Background: an optimization exercise with open tools, aiming at small area. Do not read the settings as production practice.
At most, simulation tests tie the RTL to the original design; equivalence was not proved.
Power is estimated from default activity; no workload was simulated.

==> build 35: inputs <==
==> flow/design.v (excerpt) <==
module rv_core (
  input  logic             clk,
  input  logic             rst,
  input  rv_pkg::word_t    insn,
  input  rv_pkg::word_t    dmem_rdata,
  output rv_pkg::word_t    pc,
  output rv_pkg::word_t    dmem_addr,
  output rv_pkg::word_t    dmem_wdata,
  output rv_pkg::byte_en_t dmem_be,
  output logic             halt
);
  logic [1:0]  ph;        
  logic        pass;      
  logic        clr;       
  logic [31:2] pc_q;
  logic [23:0] s_q;       
  logic [31:0] t_q;       
  logic        c_q;       
  logic        ci_q;      
  logic        z_q;       
  logic        flag_q;    
  logic        sgn_q;     
  logic [4:0]  sh_q;      
  logic [4:0] op;
  logic [2:0] f3;
  logic is_lui, is_auipc, is_jal, is_jalr, is_br, is_ld, is_st, is_alu;
  logic is_reg, is_shift, is_slt, is_logic, two_pass, last;
  assign op       = insn[6:2];
  assign f3       = insn[14:12];
  assign is_lui   = !op[4] && op[0] && op[3];
  assign is_auipc = !op[4] && op[0] && !op[3];
  assign is_jal   = op[1];
  assign is_jalr  = op[4] && op[0] && !op[1];
  assign is_br    = op[4] && !op[2] && !op[0];
  assign is_ld    = !op[4] && !op[3] && !op[2];
  assign is_st    = !op[4] && op[3] && !op[2];
  assign is_alu   = !op[4] && op[2] && !op[0];
  assign is_reg   = is_alu && op[3];
  assign halt     = op[4] && op[2];
  assign is_shift = is_alu && f3[1:0] == 2'b01;
  assign is_slt   = is_alu && f3[2:1] == 2'b01;
  assign is_logic = is_alu && f3[2] && f3 != 3'b101;
  assign two_pass = is_br || is_ld || is_st || is_shift || is_slt;
  assign last     = !two_pass || pass;
  rv_pkg::word_t imm;
  rv_pkg::byte_t imm_b;
  always_comb begin
    if (!op[4] && op[0])
      imm = {insn[31:12], 12'b0};
    else if (is_jal)
      imm = {{12{insn[31]}}, insn[19:12], insn[20], insn[30:21], 1'b0};
    else if (is_br)
      imm = {{20{insn[31]}}, insn[7], insn[30:25], insn[11:8], 1'b0};
  ...
Settings: LEC_CHECK=0, CAP_MARGIN=20, CORE_MARGIN=2, CORE_UTILIZATION=60, GPL_TIMING_DRIVEN=0, SLEW_MARGIN=20; clock period 15.0 ns.
standard.sh (not shown) runs the stock make flow with config.mk's settings and CLKGATE_MAP_FILE= SYNTH_SCRIPT=/design/flow/synth_recipe.tcl, a recipe that flattens the netlist after the stock synthesis.
==> flow/flow/run.sh <==
#!/bin/bash
# Standard ORFS layout with these changes: the buffers synthesis put in are
# removed at floorplan (placement is not timing driven, so it would keep them),
# ports are buffered with the smallest buffer, and clock tree synthesis uses
# larger sink clusters without dummy loads.
set -euo pipefail
export REMOVE_ABC_BUFFERS=1
export BUFFER_PORTS_ARGS="-buffer_cell sky130_fd_sc_hd__buf_1"
export CTS_ARGS="-sink_clustering_enable -repair_clock_nets -dont_use_dummy_load -buf_list sky130_fd_sc_hd__clkbuf_16 -sink_clustering_size 30 -sink_clustering_max_diameter 50"
bash standard.sh > orfs_make.log 2>&1
==> trial 10 (differences from build 35) <==
==> flow/flow/run.sh (replaced) <==
#!/bin/bash
# Standard ORFS layout with two changes: ports are buffered with the smallest
# buffer, and clock tree synthesis uses larger sink clusters without dummy loads.
set -euo pipefail
export BUFFER_PORTS_ARGS="-buffer_cell sky130_fd_sc_hd__buf_1"
export CTS_ARGS="-sink_clustering_enable -repair_clock_nets -dont_use_dummy_load -buf_list sky130_fd_sc_hd__clkbuf_16 -sink_clustering_size 35 -sink_clustering_max_diameter 60"
bash standard.sh > orfs_make.log 2>&1
==> trial 16 (differences from build 35) <==
--- a/flow/design.v
+++ b/flow/design.v
@@ -7,36 +7,39 @@
   typedef logic [7:0]      byte_t;
 endpackage
 `timescale 1ns/10ps
 module rv_regfile (
   input  logic              clk,
+  input  logic              pol,
   input  logic              we,
   input  logic              clr,
   input  rv_pkg::reg_addr_t rs1,
   input  rv_pkg::reg_addr_t rs2,
   input  rv_pkg::reg_addr_t rd,
   input  rv_pkg::byte_t     wd,
   output rv_pkg::byte_t     rs1_byte,
   output rv_pkg::byte_t     rs2_byte
 );
-  logic [31:0] regs [1:31];
+  logic [31:0]   regs [1:31];
+  rv_pkg::byte_t wd_s;
+  assign wd_s = wd ^ {8{pol}};
   always_ff @(posedge clk) begin
     for (int i = 1; i < 32; i++) begin
       if (clr || (we && rd == i[4:0])) begin
-        regs[i] <= {wd, regs[i][31:8]};
+        regs[i] <= {~wd_s, regs[i][31:8]};
       end else begin
-        regs[i] <= {regs[i][7:0], regs[i][31:8]};
+        regs[i] <= {~regs[i][7:0], regs[i][31:8]};
       end
     end
   end
   rv_pkg::byte_t tails [0:31];
   always_comb begin
-    tails[0] = '0;
+    tails[0] = {8{pol}};
     for (int i = 1; i < 32; i++) tails[i] = regs[i][7:0];
   end
-  assign rs1_byte = tails[rs1];
-  assign rs2_byte = tails[rs2];
+  assign rs1_byte = tails[rs1] ^ {8{pol}};
+  assign rs2_byte = tails[rs2] ^ {8{pol}};
 endmodule
 `timescale 1ns/10ps
 module rv_core (
   input  logic             clk,
   input  logic             rst,
@@ -49,10 +52,11 @@
   output logic             halt
 );
   logic [1:0]  ph;        
   logic        pass;      
   logic        clr;       
+  logic        pol;       
   logic [31:2] pc_q;
   logic [23:0] s_q;       
   logic [31:0] t_q;       
   logic        c_q;       
   logic        ci_q;      
@@ -97,11 +101,11 @@
     imm_b = imm[8*ph +: 8];
   end
   rv_pkg::byte_t rs1_b, rs2_b, wd;
   logic          we;
   rv_regfile regfile0 (
-    .clk(clk), .we(we), .clr(clr), .rs1(insn[19:15]), .rs2(insn[24:20]),
+    .clk(clk), .pol(pol), .we(we), .clr(clr), .rs1(insn[19:15]), .rs2(insn[24:20]),
     .rd(insn[11:7]), .wd(wd), .rs1_byte(rs1_b), .rs2_byte(rs2_b)
   );
   rv_pkg::byte_t pc_b, a, b, bx, sum, alu_out;
   logic          sub, cin, cout;
   assign pc_b = {pc_q, 2'b00} >> (8 * ph);
@@ -138,20 +142,22 @@
   assign np   = take ? sum : inc;
   logic [1:0]  q;
   logic [2:0]  r;
   logic        right;
   logic [2:0]  qq;        
-  logic [1:0]  lo_sel;
+  logic [1:0]  lo_sel, hi_sel;
   logic        lo_ok, hi_ok;
   logic [2:0]  off;
   rv_pkg::byte_t lo, hi, fill, sh_out;
   logic [15:0] w;
+  logic        ld_in;     
+  assign ld_in = f3[1] || (f3[0] ? !ph[1] : ph == 2'd0);
   assign q     = sh_q[4:3];
   assign r     = sh_q[2:0];
   assign right = f3[2] || is_ld;
   assign qq    = {1'b0, q} + {2'b0, r != 3'd0};
-  assign fill  = (f3[2] && insn[30] && sgn_q) ? 8'hff : 8'h00;
+  assign fill  = {8{sgn_q && (is_ld ? !f3[2] : f3[2] && insn[30])}};
   always_comb begin
     if (right) begin
       lo_sel = q;
       lo_ok  = {1'b0, ph} + {1'b0, q} <= 3'd3;
       hi_ok  = {1'b0, ph} + {1'b0, q} <= 3'd2;
@@ -160,23 +166,20 @@
       lo_sel = 2'd0 - qq[1:0];
       lo_ok  = {1'b0, ph} >= qq;
       hi_ok  = {1'b0, ph} + 3'd1 >= qq;
       off    = 3'd0 - r;
     end
+    if (is_ld) lo_ok = ld_in;
+    hi_sel = lo_sel + 2'd1;
     lo = lo_ok ? t_q[8*lo_sel +: 8] : fill;
-    hi = hi_ok ? t_q[8*(lo_sel + 2'd1) +: 8] : fill;
+    hi = hi_ok ? t_q[8*hi_sel +: 8] : fill;
     w  = {hi, lo};
     sh_out = w[off +: 8];
   end
-  logic          ld_in;
-  rv_pkg::byte_t ld_fill;
-  assign ld_in   = f3[1] || (f3[0] ? !ph[1] : ph == 2'd0);
-  assign ld_fill = {8{sgn_q && !f3[2]}};
   always_comb begin
     if (clr) wd = 8'h00;
     else if (is_jal || is_jalr) wd = inc;
-    else if (is_ld && !ld_in) wd = ld_fill;
     else if (is_ld || is_shift) wd = sh_out;
     else if (is_slt) wd = {7'b0, ph == 2'd0 && flag_q};
     else wd = alu_out;
   end
   assign we = (is_lui || is_auipc || is_jal || is_jalr || ((is_alu || is_ld) && last))
@@ -188,11 +191,11 @@
   assign dmem_wdata = {f3[1] ? rs2_b : (f3[0] ? t_q[23:16] : t_q[15:8]),
                        f3[1] ? t_q[31:24] : t_q[15:8],
                        (f3[1:0] == 2'b00) ? t_q[15:8] : t_q[23:16],
                        t_q[15:8]};
   assign be_mask = f3[1] ? 4'b1111 : (f3[0] ? 4'b0011 : 4'b0001);
-  assign dmem_be = (is_st && !pass && ph == 2'd3 && !clr && !rst) ? (be_mask << s_q[1:0]) : 4'b0000;
+  assign dmem_be = (is_st && !pass && ph == 2'd3 && !clr && !rst) ? (be_mask << sh_q[4:3]) : 4'b0000;
   assign pc = {pc_q, 2'b00};
   always_ff @(posedge clk) begin
     if (rst) begin
       ph   <= 2'd0;
       pass <= 1'b0;
@@ -211,15 +214,16 @@
         end
       end
     end
   end
   always_ff @(posedge clk) begin
+    if (ph == 2'd3) pol <= !pol;
     c_q  <= cout;
     ci_q <= inc_c;
     z_q  <= eq;
     if (ph == 2'd3 && !pass) flag_q <= flag_d;
-    if (ph == 2'd0 && !pass) sh_q <= is_ld ? {sum[1:0], 3'b000} : b[4:0];
+    if (ph == 2'd0 && !pass) sh_q <= (is_ld || is_st) ? {sum[1:0], 3'b000} : b[4:0];
     if (is_ld && pass) begin
       if (ld_in) sgn_q <= sh_out[7];
     end else if (ph == 2'd3) begin
       sgn_q <= rs1_b[7];
     end
==> flow/flow/run.sh (replaced) <==
#!/bin/bash
# Standard ORFS layout with these changes: after floorplan the combinational
# logic is remapped for area (flow/restructure.tcl), ports are buffered with the
# smallest buffer, and clock tree synthesis uses larger sink clusters without
# dummy loads.
set -euo pipefail
WORK=$(pwd)
mkdir -p "$WORK/rmp"
python3 "$WORK/flow/filter_lib.py" "$FLOW_HOME/platforms/sky130hd/lib/sky130_fd_sc_hd__tt_025C_1v80.lib" \
  "$WORK/rmp/restructure.lib" lpflow probe > "$WORK/filter_lib.log" 2>&1
export RMP_LIB="$WORK/rmp/restructure.lib"
export RMP_DIR="$WORK/rmp"
export POST_FLOORPLAN_TCL="$WORK/flow/restructure.tcl"
export BUFFER_PORTS_ARGS="-buffer_cell sky130_fd_sc_hd__buf_1"
export CTS_ARGS="-sink_clustering_enable -repair_clock_nets -dont_use_dummy_load -buf_list sky130_fd_sc_hd__clkbuf_8 -sink_clustering_size 20 -sink_clustering_max_diameter 40"
bash standard.sh > orfs_make.log 2>&1
==> flow/flow/filter_lib.py (new file) <==
"""Write a copy of a Liberty file without the cells whose names match any of the
given substrings (the platform's don't-use cells), for logic restructuring."""
import re
import sys

src, dst = sys.argv[1], sys.argv[2]
drop = sys.argv[3:]
text = open(src).read()
out = []
pos = 0
for m in re.finditer(r'\n\s*cell\s*\(\s*"?([\w]+)"?\s*\)\s*\{', text):
    if m.start() < pos:
        continue
    name = m.group(1)
    if not any(d in name for d in drop):
        continue
    # find the matching close brace of this cell group
    depth = 0
    i = m.end() - 1
    while True:
        c = text[i]
        if c == '{':
            depth += 1
        elif c == '}':
            depth -= 1
            if depth == 0:
                break
        i += 1
    out.append(text[pos:m.start()])
    pos = i + 1
out.append(text[pos:])
open(dst, 'w').write(''.join(out))
==> flow/flow/restructure.tcl (new file) <==
# Sourced after floorplan (POST_FLOORPLAN_TCL): drop the buffers synthesis
# inserted and remap the combinational logic for area. Registers are left as
# synthesis made them. The liberty given to the remapper has the platform's
# don't-use cells removed.
remove_buffers
restructure -target area -liberty_file $::env(RMP_LIB) \
  -tielo_port sky130_fd_sc_hd__conb_1/LO -tiehi_port sky130_fd_sc_hd__conb_1/HI \
  -work_dir $::env(RMP_DIR) -abc_logfile $::env(RMP_DIR)/abc.log
report_design_area
--- a/flow/config.mk
+++ b/flow/config.mk
@@ -5,8 +5,7 @@
 export SDC_FILE = /design/flow/constraint.sdc
 export NUM_CORES = 4
 export LEC_CHECK = 0
 export CAP_MARGIN = 20
 export CORE_MARGIN = 2
-export CORE_UTILIZATION = 60
-export GPL_TIMING_DRIVEN = 0
+export CORE_UTILIZATION = 75
 export SLEW_MARGIN = 20
==> trial 86 (differences from build 35) <==
--- a/flow/design.v
+++ b/flow/design.v
@@ -138,20 +138,22 @@
   assign np   = take ? sum : inc;
   logic [1:0]  q;
   logic [2:0]  r;
   logic        right;
   logic [2:0]  qq;        
-  logic [1:0]  lo_sel;
+  logic [1:0]  lo_sel, hi_sel;
   logic        lo_ok, hi_ok;
   logic [2:0]  off;
   rv_pkg::byte_t lo, hi, fill, sh_out;
   logic [15:0] w;
+  logic        ld_in;     
+  assign ld_in = f3[1] || (f3[0] ? !ph[1] : ph == 2'd0);
   assign q     = sh_q[4:3];
   assign r     = sh_q[2:0];
   assign right = f3[2] || is_ld;
   assign qq    = {1'b0, q} + {2'b0, r != 3'd0};
-  assign fill  = (f3[2] && insn[30] && sgn_q) ? 8'hff : 8'h00;
+  assign fill  = {8{sgn_q && (is_ld ? !f3[2] : f3[2] && insn[30])}};
   always_comb begin
     if (right) begin
       lo_sel = q;
       lo_ok  = {1'b0, ph} + {1'b0, q} <= 3'd3;
       hi_ok  = {1'b0, ph} + {1'b0, q} <= 3'd2;
@@ -160,23 +162,20 @@
       lo_sel = 2'd0 - qq[1:0];
       lo_ok  = {1'b0, ph} >= qq;
       hi_ok  = {1'b0, ph} + 3'd1 >= qq;
       off    = 3'd0 - r;
     end
+    if (is_ld) lo_ok = ld_in;
+    hi_sel = lo_sel + 2'd1;
     lo = lo_ok ? t_q[8*lo_sel +: 8] : fill;
-    hi = hi_ok ? t_q[8*(lo_sel + 2'd1) +: 8] : fill;
+    hi = hi_ok ? t_q[8*hi_sel +: 8] : fill;
     w  = {hi, lo};
     sh_out = w[off +: 8];
   end
-  logic          ld_in;
-  rv_pkg::byte_t ld_fill;
-  assign ld_in   = f3[1] || (f3[0] ? !ph[1] : ph == 2'd0);
-  assign ld_fill = {8{sgn_q && !f3[2]}};
   always_comb begin
     if (clr) wd = 8'h00;
     else if (is_jal || is_jalr) wd = inc;
-    else if (is_ld && !ld_in) wd = ld_fill;
     else if (is_ld || is_shift) wd = sh_out;
     else if (is_slt) wd = {7'b0, ph == 2'd0 && flag_q};
     else wd = alu_out;
   end
   assign we = (is_lui || is_auipc || is_jal || is_jalr || ((is_alu || is_ld) && last))
==> flow/flow/run.sh (replaced) <==
#!/bin/bash
# Standard ORFS layout with two changes: ports are buffered with the smallest
# buffer, and clock tree synthesis uses larger sink clusters without dummy loads.
set -euo pipefail
export BUFFER_PORTS_ARGS="-buffer_cell sky130_fd_sc_hd__buf_1"
export CTS_ARGS="-sink_clustering_enable -repair_clock_nets -dont_use_dummy_load -buf_list sky130_fd_sc_hd__clkbuf_8 -sink_clustering_size 20 -sink_clustering_max_diameter 40"
export GPL_KEEP_OVERFLOW=0
bash standard.sh > orfs_make.log 2>&1
--- a/flow/config.mk
+++ b/flow/config.mk
@@ -6,7 +6,6 @@
 export NUM_CORES = 4
 export LEC_CHECK = 0
 export CAP_MARGIN = 20
 export CORE_MARGIN = 2
 export CORE_UTILIZATION = 60
-export GPL_TIMING_DRIVEN = 0
 export SLEW_MARGIN = 20
==> comparison table <==
|  | trial 16 | build 35 | trial 86 | trial 10 |
|---|---|---|---|---|
| Outcome | complete, no violations | complete, no violations | complete, no violations | complete, no violations |
| Count of flip-flops and latches | 1091 | 1092 | 1092 | 1092 |
| Clk sink count | 1091 | 1092 | 1092 | 1092 |
| Switching share of power | 0.281 | 0.236 | 0.245 | 0.245 |
| Total number of multi-input combinational cells | 1322 | 1797 | 1816 | 1797 |
| Net switching power of the design | 1.54 mW | 1.21 mW | 1.18 mW | 1.19 mW |
| IR drop worst, VDD | 156 uV | 109 uV | 166 uV | 135 uV |
| Int Power | 3.95 mW | 3.91 mW | 3.63 mW | 3.65 mW |
| Share of final-layout standard cells stronger than drive strength 1 | 0.0683 | 0.0860 | 0.0786 | 0.0881 |
| Sequential share of power | 0.620 | 0.577 | 0.615 | 0.610 |
| Final clock-cell share | 0.0364 | 0.0475 | 0.0371 | 0.0318 |
| Wire length of the first global-routing pass | 175 mm | 171 mm | 177 mm | 193 mm |
| Mux share of post-synthesis cell area | 0.0450 | 0.0345 | 0.0365 | 0.0345 |
| Cell area reported after detailed placement | 33500 um2 | 36100 um2 | 35300 um2 | 36500 um2 |
| Clock skew after layout | 0.154 ns | 0.120 ns | 0.137 ns | 0.116 ns |
| Parity-gate share of the synthesized area counting xor and xnor cells | 0.00850 | 0.00604 | 0.00611 | 0.00604 |
| Startpoint of the worst-slack reg-to-reg timing path | regfile0.regs[24][0] | ph[0] | ph[1] | regfile0.regs[9][3] |
| Via count | 25900 | 25700 | 26300 | 27600 |
| Total power of the final layout | 5.49 mW | 5.12 mW | 4.81 mW | 4.84 mW |
| Number of antenna violations at the first check in global routing | 10 | 7 | 4 | 3 |
| Sink of the worst hold path | regfile0.regs[18][19] | regfile0.regs[8][8] | regfile0.regs[30][15] | regfile0.regs[16][22] |
| Pwr Density | 158 nW/um2 | 135 nW/um2 | 131 nW/um2 | 128 nW/um2 |
| Area fraction in compound gates after synthesis | 0.163 | 0.149 | 0.142 | 0.149 |
Function not checked in build 35 and trial 10: the RTL went through the layout flow alone.

[afterwards: timing with drivers on the ports]
The results above use ideal ports. As a check the final layouts listed here were re-extracted and re-timed, cells and wires unchanged.
Step 1 assumes that a clkbuf_16 drives the clock port and a buf_2 every other input.
Step 2, shift: input delay + t, output delay - t, t = (earliest + latest rising clock arrival at the registers) / 2. This alone moves slack from input paths to output paths.
a / b / c = ideal / step 1 / step 2; a / b = the first two.
run	t, ns	setup WS [ns]	worst data-port slew with drivers (ns)
build 35	0.666	2.712 / 2.683 / 2.683	0.10
trial 10	0.681	2.346 / 2.315 / 2.315	0.06
trial 16	0.760	1.606 / 1.500 / 1.500	0.14
trial 86	0.742	3.316 / 3.291 / 3.291	0.08
After both steps setup and hold are still met in every run listed. The setup slack of trial 16, which loses most, moves by -0.106 ns with the drivers and by -0.106 ns with both steps.
